This design comes from an exercise in tuning for a short achievable clock period and few clock cycles on the open sky130 flow, not from production work. Function was checked by simulation only, so behaviour that the tests miss may differ from the original. Power is estimated from default activity; no workload was simulated.

**design.v**
```verilog
`timescale 1ns/1ps
module dcache_way (
        input  logic        CLK,
        input  logic        nRST,
        input  logic [2:0]  idx,
        input  logic [25:0] cmp_tag,
        input  logic        wen0,
        input  logic        wen1,
        input  logic        tag_load,
        input  logic        set_valid,
        input  logic        set_dirty,
        input  logic        clr_dirty,
        input  logic        clr_valid,
        input  logic [31:0] wdata,
        output logic        st_valid,
        output logic        st_dirty,
        output logic [25:0] st_tag,
        output logic [31:0] st_data0,
        output logic [31:0] st_data1,
        output logic        st_match
);
        localparam int NUM_SETS = 8;
        logic [25:0] tag_mem [NUM_SETS];
        logic [31:0] data0_mem [NUM_SETS];
        logic [31:0] data1_mem [NUM_SETS];
        logic [NUM_SETS-1:0] valid;
        logic [NUM_SETS-1:0] dirty;
        assign st_valid = valid[idx];
        assign st_dirty = dirty[idx];
        assign st_tag = tag_mem[idx];
        assign st_data0 = data0_mem[idx];
        assign st_data1 = data1_mem[idx];
        assign st_match = (tag_mem[idx] == cmp_tag);
        always_ff @(posedge CLK or negedge nRST) begin
                if (!nRST) begin
                        valid <= '0;
                        dirty <= '0;
                end else begin
                        if (set_valid) begin
                                valid[idx] <= 1'b1;
                        end else if (clr_valid) begin
                                valid[idx] <= 1'b0;
                        end
                        if (set_dirty) begin
                                dirty[idx] <= 1'b1;
                        end else if (clr_dirty) begin
                                dirty[idx] <= 1'b0;
                        end
                end
        end
        always_ff @(posedge CLK) begin
                if (tag_load) begin
                        tag_mem[idx] <= cmp_tag;
                end
                if (wen0) begin
                        data0_mem[idx] <= wdata;
                end
                if (wen1) begin
                        data1_mem[idx] <= wdata;
                end
        end
endmodule
`timescale 1ns/1ps
module dcache_victim_sel (
        input  logic        CLK,
        input  logic        nRST,
        input  logic        w0_valid,
        input  logic        w0_dirty,
        input  logic [25:0] w0_tag,
        input  logic [31:0] w0_data0,
        input  logic [31:0] w0_data1,
        input  logic        w0_match,
        input  logic        w1_valid,
        input  logic        w1_dirty,
        input  logic [25:0] w1_tag,
        input  logic [31:0] w1_data0,
        input  logic [31:0] w1_data1,
        input  logic        w1_match,
        input  logic [2:0]  idx,
        input  logic        blk_off,
        input  logic        touch,
        output logic        hit,
        output logic        hit_way,
        output logic [31:0] hit_word,
        output logic        victim_way,
        output logic        victim_valid,
        output logic        victim_dirty,
        output logic [25:0] victim_tag
);
        logic [7:0] lru;
        logic [1:0] hit_vec;
        assign hit_vec[0] = w0_valid && w0_match;
        assign hit_vec[1] = w1_valid && w1_match;
        assign hit = |hit_vec;
        assign hit_way = hit_vec[1];
        assign hit_word = hit_way ? (blk_off ? w1_data1 : w1_data0)
                                  : (blk_off ? w0_data1 : w0_data0);
        assign victim_way = lru[idx];
        assign victim_valid = victim_way ? w1_valid : w0_valid;
        assign victim_dirty = victim_way ? w1_dirty : w0_dirty;
        assign victim_tag = victim_way ? w1_tag : w0_tag;
        always_ff @(posedge CLK or negedge nRST) begin
                if (!nRST) begin
                        lru <= '0;
                end else if (touch) begin
                        lru[idx] <= ~hit_way;
                end
        end
endmodule
`timescale 1ns/1ps
module dcache_ctrl (
        input  logic        CLK,
        input  logic        nRST,
        input  logic        cpu_read,
        input  logic        cpu_write,
        input  logic [31:0] cpu_addr,
        input  logic [31:0] cpu_wdata,
        input  logic        halt,
        output logic        dhit,
        output logic [31:0] dmemload,
        output logic        flushed,
        output logic        mem_read,
        output logic        mem_write,
        output logic [31:0] mem_addr,
        output logic [31:0] mem_wdata,
        input  logic        dwait,
        input  logic [31:0] dload,
        output logic [2:0]  idx,
        output logic [1:0]  wen0,
        output logic [1:0]  wen1,
        output logic [1:0]  tag_load,
        output logic [1:0]  set_valid,
        output logic [1:0]  set_dirty,
        output logic [1:0]  clr_dirty,
        output logic [1:0]  clr_valid,
        output logic [31:0] way_wdata,
        output logic        touch,
        input  logic        hit,
        input  logic        hit_way,
        input  logic [31:0] hit_word,
        input  logic        victim_way,
        input  logic        victim_valid,
        input  logic        victim_dirty,
        input  logic [25:0] victim_tag,
        input  logic [1:0]  way_dirty,
        input  logic [25:0] w0_tag,
        input  logic [25:0] w1_tag,
        input  logic [31:0] w0_data0,
        input  logic [31:0] w0_data1,
        input  logic [31:0] w1_data0,
        input  logic [31:0] w1_data1
);
        localparam logic [3:0] IDLE       = 4'd0;
        localparam logic [3:0] WB0        = 4'd1;
        localparam logic [3:0] WB1        = 4'd2;
        localparam logic [3:0] FILL0      = 4'd3;
        localparam logic [3:0] FILL1      = 4'd4;
        localparam logic [3:0] FLUSH_SCAN = 4'd5;
        localparam logic [3:0] FLUSH_WB0  = 4'd6;
        localparam logic [3:0] FLUSH_WB1  = 4'd7;
        localparam logic [3:0] FLUSH_DONE = 4'd8;
        logic [3:0] state, next_state;
        logic [2:0] flush_set, next_flush_set;
        logic flush_way, next_flush_way;
        logic dirty_any;
        logic dirty_way;
        logic flushing;
        logic [31:0] vic_data0, vic_data1;
        logic [25:0] fl_tag;
        logic [31:0] fl_data0, fl_data1;
        assign flushing = (state == FLUSH_SCAN) || (state == FLUSH_WB0) ||
                          (state == FLUSH_WB1) || (state == FLUSH_DONE);
        assign idx = flushing ? flush_set : cpu_addr[5:3];
        assign dmemload = hit_word;
        assign flushed = (state == FLUSH_DONE);
        assign vic_data0 = victim_way ? w1_data0 : w0_data0;
        assign vic_data1 = victim_way ? w1_data1 : w0_data1;
        assign fl_tag = flush_way ? w1_tag : w0_tag;
        assign fl_data0 = flush_way ? w1_data0 : w0_data0;
        assign fl_data1 = flush_way ? w1_data1 : w0_data1;
        assign dirty_any = |way_dirty;
        assign dirty_way = ~way_dirty[0];
        always_ff @(posedge CLK or negedge nRST) begin
                if (!nRST) begin
                        state <= IDLE;
                        flush_set <= '0;
                        flush_way <= 1'b0;
                end else begin
                        state <= next_state;
                        flush_set <= next_flush_set;
                        flush_way <= next_flush_way;
                end
        end
        always_comb begin
                next_state = state;
                next_flush_set = flush_set;
                next_flush_way = flush_way;
                dhit = 1'b0;
                touch = 1'b0;
                mem_read = 1'b0;
                mem_write = 1'b0;
                mem_addr = '0;
                mem_wdata = '0;
                wen0 = '0;
                wen1 = '0;
                tag_load = '0;
                set_valid = '0;
                set_dirty = '0;
                clr_dirty = '0;
                clr_valid = '0;
                way_wdata = '0;
                case (state)
                IDLE: begin
                        if (halt) begin
                                next_state = FLUSH_SCAN;
                                next_flush_set = '0;
                        end else if (cpu_read || cpu_write) begin
                                if (hit) begin
                                        dhit = 1'b1;
                                        touch = 1'b1;
                                        if (cpu_write) begin
                                                wen0[hit_way] = ~cpu_addr[2];
                                                wen1[hit_way] = cpu_addr[2];
                                                set_dirty[hit_way] = 1'b1;
                                                way_wdata = cpu_wdata;
                                        end
                                end else if (victim_valid && victim_dirty) begin
                                        next_state = WB0;
                                end else begin
                                        next_state = FILL0;
                                end
                        end
                end
                WB0, WB1: begin
                        mem_write = 1'b1;
                        mem_addr = {victim_tag, cpu_addr[5:3], state == WB1, 2'b00};
                        mem_wdata = (state == WB1) ? vic_data1 : vic_data0;
                        if (!dwait) begin
                                next_state = (state == WB0) ? WB1 : FILL0;
                                if (state == WB1) begin
                                        clr_dirty[victim_way] = 1'b1;
                                        clr_valid[victim_way] = 1'b1;
                                end
                        end
                end
                FILL0, FILL1: begin
                        mem_read = 1'b1;
                        mem_addr = {cpu_addr[31:6], cpu_addr[5:3], state == FILL1, 2'b00};
                        if (!dwait) begin
                                way_wdata = dload;
                                if (state == FILL0) begin
                                        wen0[victim_way] = 1'b1;
                                        next_state = FILL1;
                                end else begin
                                        wen1[victim_way] = 1'b1;
                                        tag_load[victim_way] = 1'b1;
                                        set_valid[victim_way] = 1'b1;
                                        next_state = IDLE;
                                end
                        end
                end
                FLUSH_SCAN: begin
                        if (dirty_any) begin
                                next_flush_way = dirty_way;
                                next_state = FLUSH_WB0;
                        end else if (flush_set == 3'd7) begin
                                next_state = FLUSH_DONE;
                        end else begin
                                next_flush_set = flush_set + 3'd1;
                        end
                end
                FLUSH_WB0, FLUSH_WB1: begin
                        mem_write = 1'b1;
                        mem_addr = {fl_tag, flush_set, state == FLUSH_WB1, 2'b00};
                        mem_wdata = (state == FLUSH_WB1) ? fl_data1 : fl_data0;
                        if (!dwait) begin
                                next_state = (state == FLUSH_WB0) ? FLUSH_WB1 : FLUSH_SCAN;
                                if (state == FLUSH_WB1) begin
                                        clr_dirty[flush_way] = 1'b1;
                                        clr_valid[flush_way] = 1'b1;
                                end
                        end
                end
                FLUSH_DONE: begin
                        next_state = FLUSH_DONE;
                end
                default: begin
                        next_state = IDLE;
                end
                endcase
        end
endmodule
`timescale 1ns/1ps
module dcache_top (
        input  logic        CLK,
        input  logic        nRST,
        input  logic        cpu_read,
        input  logic        cpu_write,
        input  logic [31:0] cpu_addr,
        input  logic [31:0] cpu_wdata,
        input  logic        halt,
        output logic        dhit,
        output logic        flushed,
        output logic [31:0] dmemload,
        output logic        mem_read,
        output logic        mem_write,
        output logic [31:0] mem_addr,
        output logic [31:0] mem_wdata,
        input  logic        dwait,
        input  logic [31:0] dload
);
        logic [2:0] idx;
        logic touch;
        logic [1:0] wen0, wen1, tag_load, set_valid, set_dirty, clr_dirty, clr_valid;
        logic [31:0] way_wdata;
        logic [1:0] st_valid, st_dirty, st_match;
        logic [1:0][25:0] st_tag;
        logic [1:0][31:0] st_data0;
        logic [1:0][31:0] st_data1;
        logic hit, hit_way, victim_way, victim_valid, victim_dirty;
        logic [31:0] hit_word;
        logic [25:0] victim_tag;
        dcache_ctrl u_ctrl (
                .CLK(CLK),
                .nRST(nRST),
                .cpu_read(cpu_read),
                .cpu_write(cpu_write),
                .cpu_addr(cpu_addr),
                .cpu_wdata(cpu_wdata),
                .halt(halt),
                .dhit(dhit),
                .dmemload(dmemload),
                .flushed(flushed),
                .mem_read(mem_read),
                .mem_write(mem_write),
                .mem_addr(mem_addr),
                .mem_wdata(mem_wdata),
                .dwait(dwait),
                .dload(dload),
                .idx(idx),
                .wen0(wen0),
                .wen1(wen1),
                .tag_load(tag_load),
                .set_valid(set_valid),
                .set_dirty(set_dirty),
                .clr_dirty(clr_dirty),
                .clr_valid(clr_valid),
                .way_wdata(way_wdata),
                .touch(touch),
                .hit(hit),
                .hit_way(hit_way),
                .hit_word(hit_word),
                .victim_way(victim_way),
                .victim_valid(victim_valid),
                .victim_dirty(victim_dirty),
                .victim_tag(victim_tag),
                .way_dirty(st_dirty),
                .w0_tag(st_tag[0]),
                .w1_tag(st_tag[1]),
                .w0_data0(st_data0[0]),
                .w0_data1(st_data1[0]),
                .w1_data0(st_data0[1]),
                .w1_data1(st_data1[1])
        );
        for (genvar w = 0; w < 2; w++) begin : g_way
                dcache_way u_way (
                        .CLK(CLK),
                        .nRST(nRST),
                        .idx(idx),
                        .cmp_tag(cpu_addr[31:6]),
                        .wen0(wen0[w]),
                        .wen1(wen1[w]),
                        .tag_load(tag_load[w]),
                        .set_valid(set_valid[w]),
                        .set_dirty(set_dirty[w]),
                        .clr_dirty(clr_dirty[w]),
                        .clr_valid(clr_valid[w]),
                        .wdata(way_wdata),
                        .st_valid(st_valid[w]),
                        .st_dirty(st_dirty[w]),
                        .st_tag(st_tag[w]),
                        .st_data0(st_data0[w]),
                        .st_data1(st_data1[w]),
                        .st_match(st_match[w])
                );
        end
        dcache_victim_sel u_sel (
                .CLK(CLK),
                .nRST(nRST),
                .w0_valid(st_valid[0]),
                .w0_dirty(st_dirty[0]),
                .w0_tag(st_tag[0]),
                .w0_data0(st_data0[0]),
                .w0_data1(st_data1[0]),
                .w0_match(st_match[0]),
                .w1_valid(st_valid[1]),
                .w1_dirty(st_dirty[1]),
                .w1_tag(st_tag[1]),
                .w1_data0(st_data0[1]),
                .w1_data1(st_data1[1]),
                .w1_match(st_match[1]),
                .idx(idx),
                .blk_off(cpu_addr[2]),
                .touch(touch),
                .hit(hit),
                .hit_way(hit_way),
                .hit_word(hit_word),
                .victim_way(victim_way),
                .victim_valid(victim_valid),
                .victim_dirty(victim_dirty),
                .victim_tag(victim_tag)
        );
endmodule
```
**run.sh**
```bash
#!/bin/bash
# synth_recipe.tcl (not shown) runs the flow's synth.tcl, then flattens the netlist and writes it again
# the make line also repeats each setting of config.mk as NAME=value (left out here)
make -C /OpenROAD-flow-scripts/flow DESIGN_CONFIG=/design/flow/config.mk WORK_HOME=/design/flow/orfs CLKGATE_MAP_FILE= SYNTH_SCRIPT=/design/flow/synth_recipe.tcl finish
```
**config.mk**
```make
export PLATFORM = sky130hd
export DESIGN_NAME = dcache_top
export DESIGN_NICKNAME = dcache_top
export VERILOG_FILES = /design/flow/design.v
export SDC_FILE = /design/flow/constraint.sdc
export NUM_CORES = 4
export LEC_CHECK = 0
export CAP_MARGIN = 20
export CORE_MARGIN = 2
export CORE_UTILIZATION = 40
export SETUP_SLACK_MARGIN = 0.2
export SLEW_MARGIN = 20
```
**constraint.sdc**
```tcl
create_clock -name core_clock -period 8.0 [get_ports {CLK}]
set_input_delay 1.6000 -clock core_clock [delete_from_list [all_inputs] [get_ports {CLK}]]
set_output_delay 1.6000 -clock core_clock [all_outputs]
set_load 0.01 [all_outputs]
```
==> flow_summary.yaml <==
outcome:
  status: "no timing/DRC/antenna violations"
drt:
  drc_errors: 0
  viasPerCell: 6.353
  drt_iter0_markers: 6143
  num_vias: 43093
  dr.pass1.iters: 7
  wire_per_inst_microns: 31.51
  ant_nets: 0
  wirelength_mm: 213.7
grt:
  grt_usage_pct: 25.98
  grt_pass1_vias: 40955
  overflow: 0
  antenna_found_initial: 9
  grt_max_degree: 133
  grt_first_pass_wirelength_mm: 303.0
cells_and_area:
  drive_gt1_share_pct: 15.76
  final_nets: 4709
  final_area_sq_um: 74600
  postLayoutCoreUtil_pct: 47.76
  fill_cells: 13304
  finalNonFillerCells: 6783
  area_growth_pct: 18.49
setup_path:
  crit_required_ns: 6.40
  rrSetupSlack_ns: 1.79
  crit_buf_inv: 7
  critPathCaptureType: "output port"
  start_kind: "flop"
  worst_path_most_repeated_cell: "buf_4"
  reg2reg_depth: 14
  critical_path.max_stage_delay_ns: 0.52
  crit_chain: "or4b_4 -> inv_2 -> a21oi_4 -> buf_12 -> buf_6 -> a2bb2oi_2 -> buf_4 -> o2111ai_1 -> a2111o_1 -> xnor2_1 -> nand2b_1 -> nor3_1 -> nand4_1 -> buf_4 -> a21oi_2 -> buf_4 -> clkdlybuf4s50_1"
  rr_endpoint: "g_way[1].u_way.data0_mem[2][3]"
  crit_path_top_delay_cell: "clkdlybuf4s50_1"
  cp_data_arrival_time_ns: 6.04
  crit_type: "flop to output port"
  cp_max_fo: 63
  crit_family: "buffers and inverters"
  reg2reg_from: "u_ctrl.state[3]"
synth:
  synth_top_area_cell: "edfxtp_1"
  synthFlopType: "edfxtp_1"
  ys_warn_count: 3
  syn_avg_cell_area_sq_um: 14.79
  synth_common_cells: "1,440 x edfxtp_1, 504 x a22oi_1, 339 x nor2_1"
  synth_seq_area_share_pct: 70.60
  yosysTopAreaCellShare_pct: 68.69
  synth.most_common_cell: "edfxtp_1"
  synth_edf_count: 1440
  ys_ff_latch: 1488
  synthArstFlopShare_pct: 3.226
  synth.area.top_cells: "edfxtp_1 69%, a22oi_1 6.0%, mux4_2 2.4%, mux2i_1 2.3%, nor2_1 2.0%"
  netlist_instances: 4256
  yosysUniqueCellTypes: 100
  syn_area_sq_um: 62950
clock_tree:
  cts.sinks: 1488
  hold_buffers: 0
  clk_pin_slew_ns: 0.06
  root_buffer: "clkbuf_16"
  cts_tree: "done"
  htreeDepth: 4
  clk_latency_ns: 0.81
  numCtsBuffers: 154
  clock_path_buffers: 3
place:
  placedInstanceArea_sq_um: 69440
  preCtsSetupSlack_ns: 0.008867
  dp_hpwl_mm: 127.2
  routabilityCongestion: 0.9685
  place.port_buffers: 197
  dp_cells: 6487
job:
  cap_violations: 0
timing:
  hold_viol_final: 0
  setup_viol_count_final: 0
  maxSlewViolCount: 0
  fin_crit_sh_pct: 95.55
  setup_tns_ns: 0
  finalCriticalPeriod_ns: 7.644
  fmax_mhz: 130.8
  rsz0062_at_grt: "no"
  skew_ns: 0.06028
  post-route-worst-setup-slack_ns: 0.3564
  slew_headroom_pct: 28.68
  worstMarginPinSlew_ns: 1.067
pwr:
  p_leak_nw: 24.81
  ir_drop_v: 0.0002729
  power_density_nw_per_um2: 322.5
min_path:
  hold-path-cell-count: 1
  min-delay-start: "u_sel.lru[4]"
  hold_end: "u_sel.lru[4]"
  hp-class: "flop to flop"
die:
  io-pin-count: 202
  core_area_sq_um: 156200
  chipWidth_microns: 400.7
  floorplan.initialDensity_pct: 40.30
  row_count: 145
  die_h_microns: 400.7
  die-area_sq_um: 160600
-- worst max-delay path by stage --
stage / start / end / cells past startpoint
CTS: cpu_addr[5] / dmemload[17] / 15
floorplan: cpu_addr[3] / g_way[0].u_way.data0_mem[7][0] / 15
detailed placement: cpu_addr[4] / dhit / 16
finish: u_ctrl.state[3] / dhit / 17
global placement: cpu_addr[4] / dhit / 16
global route: u_ctrl.state[3] / dhit / 17
-- state kept, by name (all words and copies together) (netlist names), named ones only --
name                   count
g_way.u_way.data0_mem    512
g_way.u_way.data1_mem    512
g_way.u_way.tag_mem      416
u_ctrl.flush_set           3
u_ctrl.flush_way           1
u_ctrl.state               4
u_sel.lru                  8
-- per-stage QoR --
stage               total power [mW]  hold WS, ns
floorplan                      13.35       0.4502
global placement               16.90       0.4595
detailed placement             16.98       0.4717
CTS                            23.87       0.4845
global route                   24.76       0.5105
finish                         24.05       0.4803
-- metal layers --
| layer | wire length, microns | track usage, % | up-vias |
|---|---|---|---|
| li1 | - | - | 17989 |
| met1 | 82610 | 35.09 | 21779 |
| met2 | 98090 | 40.51 | 2756 |
| met3 | 22680 | 5.659 | 565 |
| met4 | 10340 | 11.29 | 4 |
| met5 | 18 | 0 | - |
-- power by group --
part | switching, mW | leakage (nW) | internal, mW
sequential | 0.0854 | 14.4 | 8.90
combinational | 5.37 | 8.07 | 2.84
clock | 3.07 | 2.30 | 3.78
total | 8.53 | 24.8 | 15.5
-- layout make-up --
class / count / area, sq um / area share, %
Tap cell: 2058 / 2575 / 3.452
Timing Repair Buffer: 497 / 4967 / 6.659
Clock inverter: 79 / 676.9 / 0.9074
Inverter: 49 / 192.7 / 0.2583
Sequential cell: 1488 / 44450 / 59.59
Antenna cell: 3 / 7.507 / 0.01006
Clock buffer: 198 / 4104 / 5.502
Multi-Input combinational cell: 2411 / 17620 / 23.62
-- cells in the final DEF (no fill, tap or decap), types with 22 or more instances in the layout --
cell / synthesis / final
clkdlybuf4s50_1: 0 / 192
nor2_4: 0 / 41
edfxtp_1: 1440 / 1440
nor2_1: 339 / 298
clkinv_1: 2 / 41
mux2_2: 33 / 31
o21ai_1: 22 / 22
buf_12: 0 / 55
a22oi_1: 504 / 504
nand3_1: 46 / 46
mux4_2: 66 / 66
nand2_1: 184 / 182
buf_4: 9 / 241
a221oi_1: 29 / 29
inv_1: 45 / 41
clkbuf_16: 0 / 158
nor3_1: 94 / 93
a22o_1: 59 / 59
dfrtp_1: 48 / 44
nand4_1: 139 / 139
a21oi_1: 84 / 73
clkbuf_1: 206 / 40
or3_1: 28 / 28
a211oi_1: 67 / 64
o22ai_1: 55 / 51
o221ai_1: 29 / 29
o21ai_0: 155 / 154
mux2i_1: 142 / 133
-- cells by family (layout without fill, tap and decap cells) --
family | count (synthesis) | after routing | share of synthesized area [%]
flip-flops | 1488 | 1488 | 70.60
AO/OA/AOI/OAI | 1166 | 1167 | 13.50
AND/OR/NAND/NOR | 949 | 949 | 7.310
buffers and inverters | 359 | 823 | 2.578
multiplexers | 246 | 246 | 5.322
XOR/XNOR | 41 | 41 | 0.5704
adder cells (fa/ha/maj) | 6 | 6 | 0.1192
other | 1 | 5 | 0.005957
-- what timing repair did --
item                                    CTS  global route
endpoints found under the setup margin   36            34
setup buffers                             5             8
gates resized for setup                  14            23
pin swaps                                 1             2
gates cloned                              2             0
Testbench counts, summed over its fixed seeds: cycles 42,071.

[re-timing with driven ports]
No port has a modelled driver above. Below, the same layout with a new extraction and two added sets of constraints.
Step 1: set_driving_cell puts a clkbuf_16 on CLK and a buf_2 on each other input, an assumption about the parent block.
Step 2 adds t to the input delays and takes it off the output delays; t is the mean of the earliest and latest rising clock arrival at the registers after step 1. Input paths then give back, and output paths get back, about the clock's delay inside the block.
Slacks: ideal ports / drivers / drivers and shift; pairs: ideal ports / drivers.
shift t [ns]: 0.859
setup slack, ns: 0.356 / 0.276 / 0.446
worst register clock-pin slew, ns: 0.07 / 0.07
After both steps setup and hold are still met in this run. The setup slack of this run moves by -0.080 ns with the drivers and by +0.090 ns with both steps.
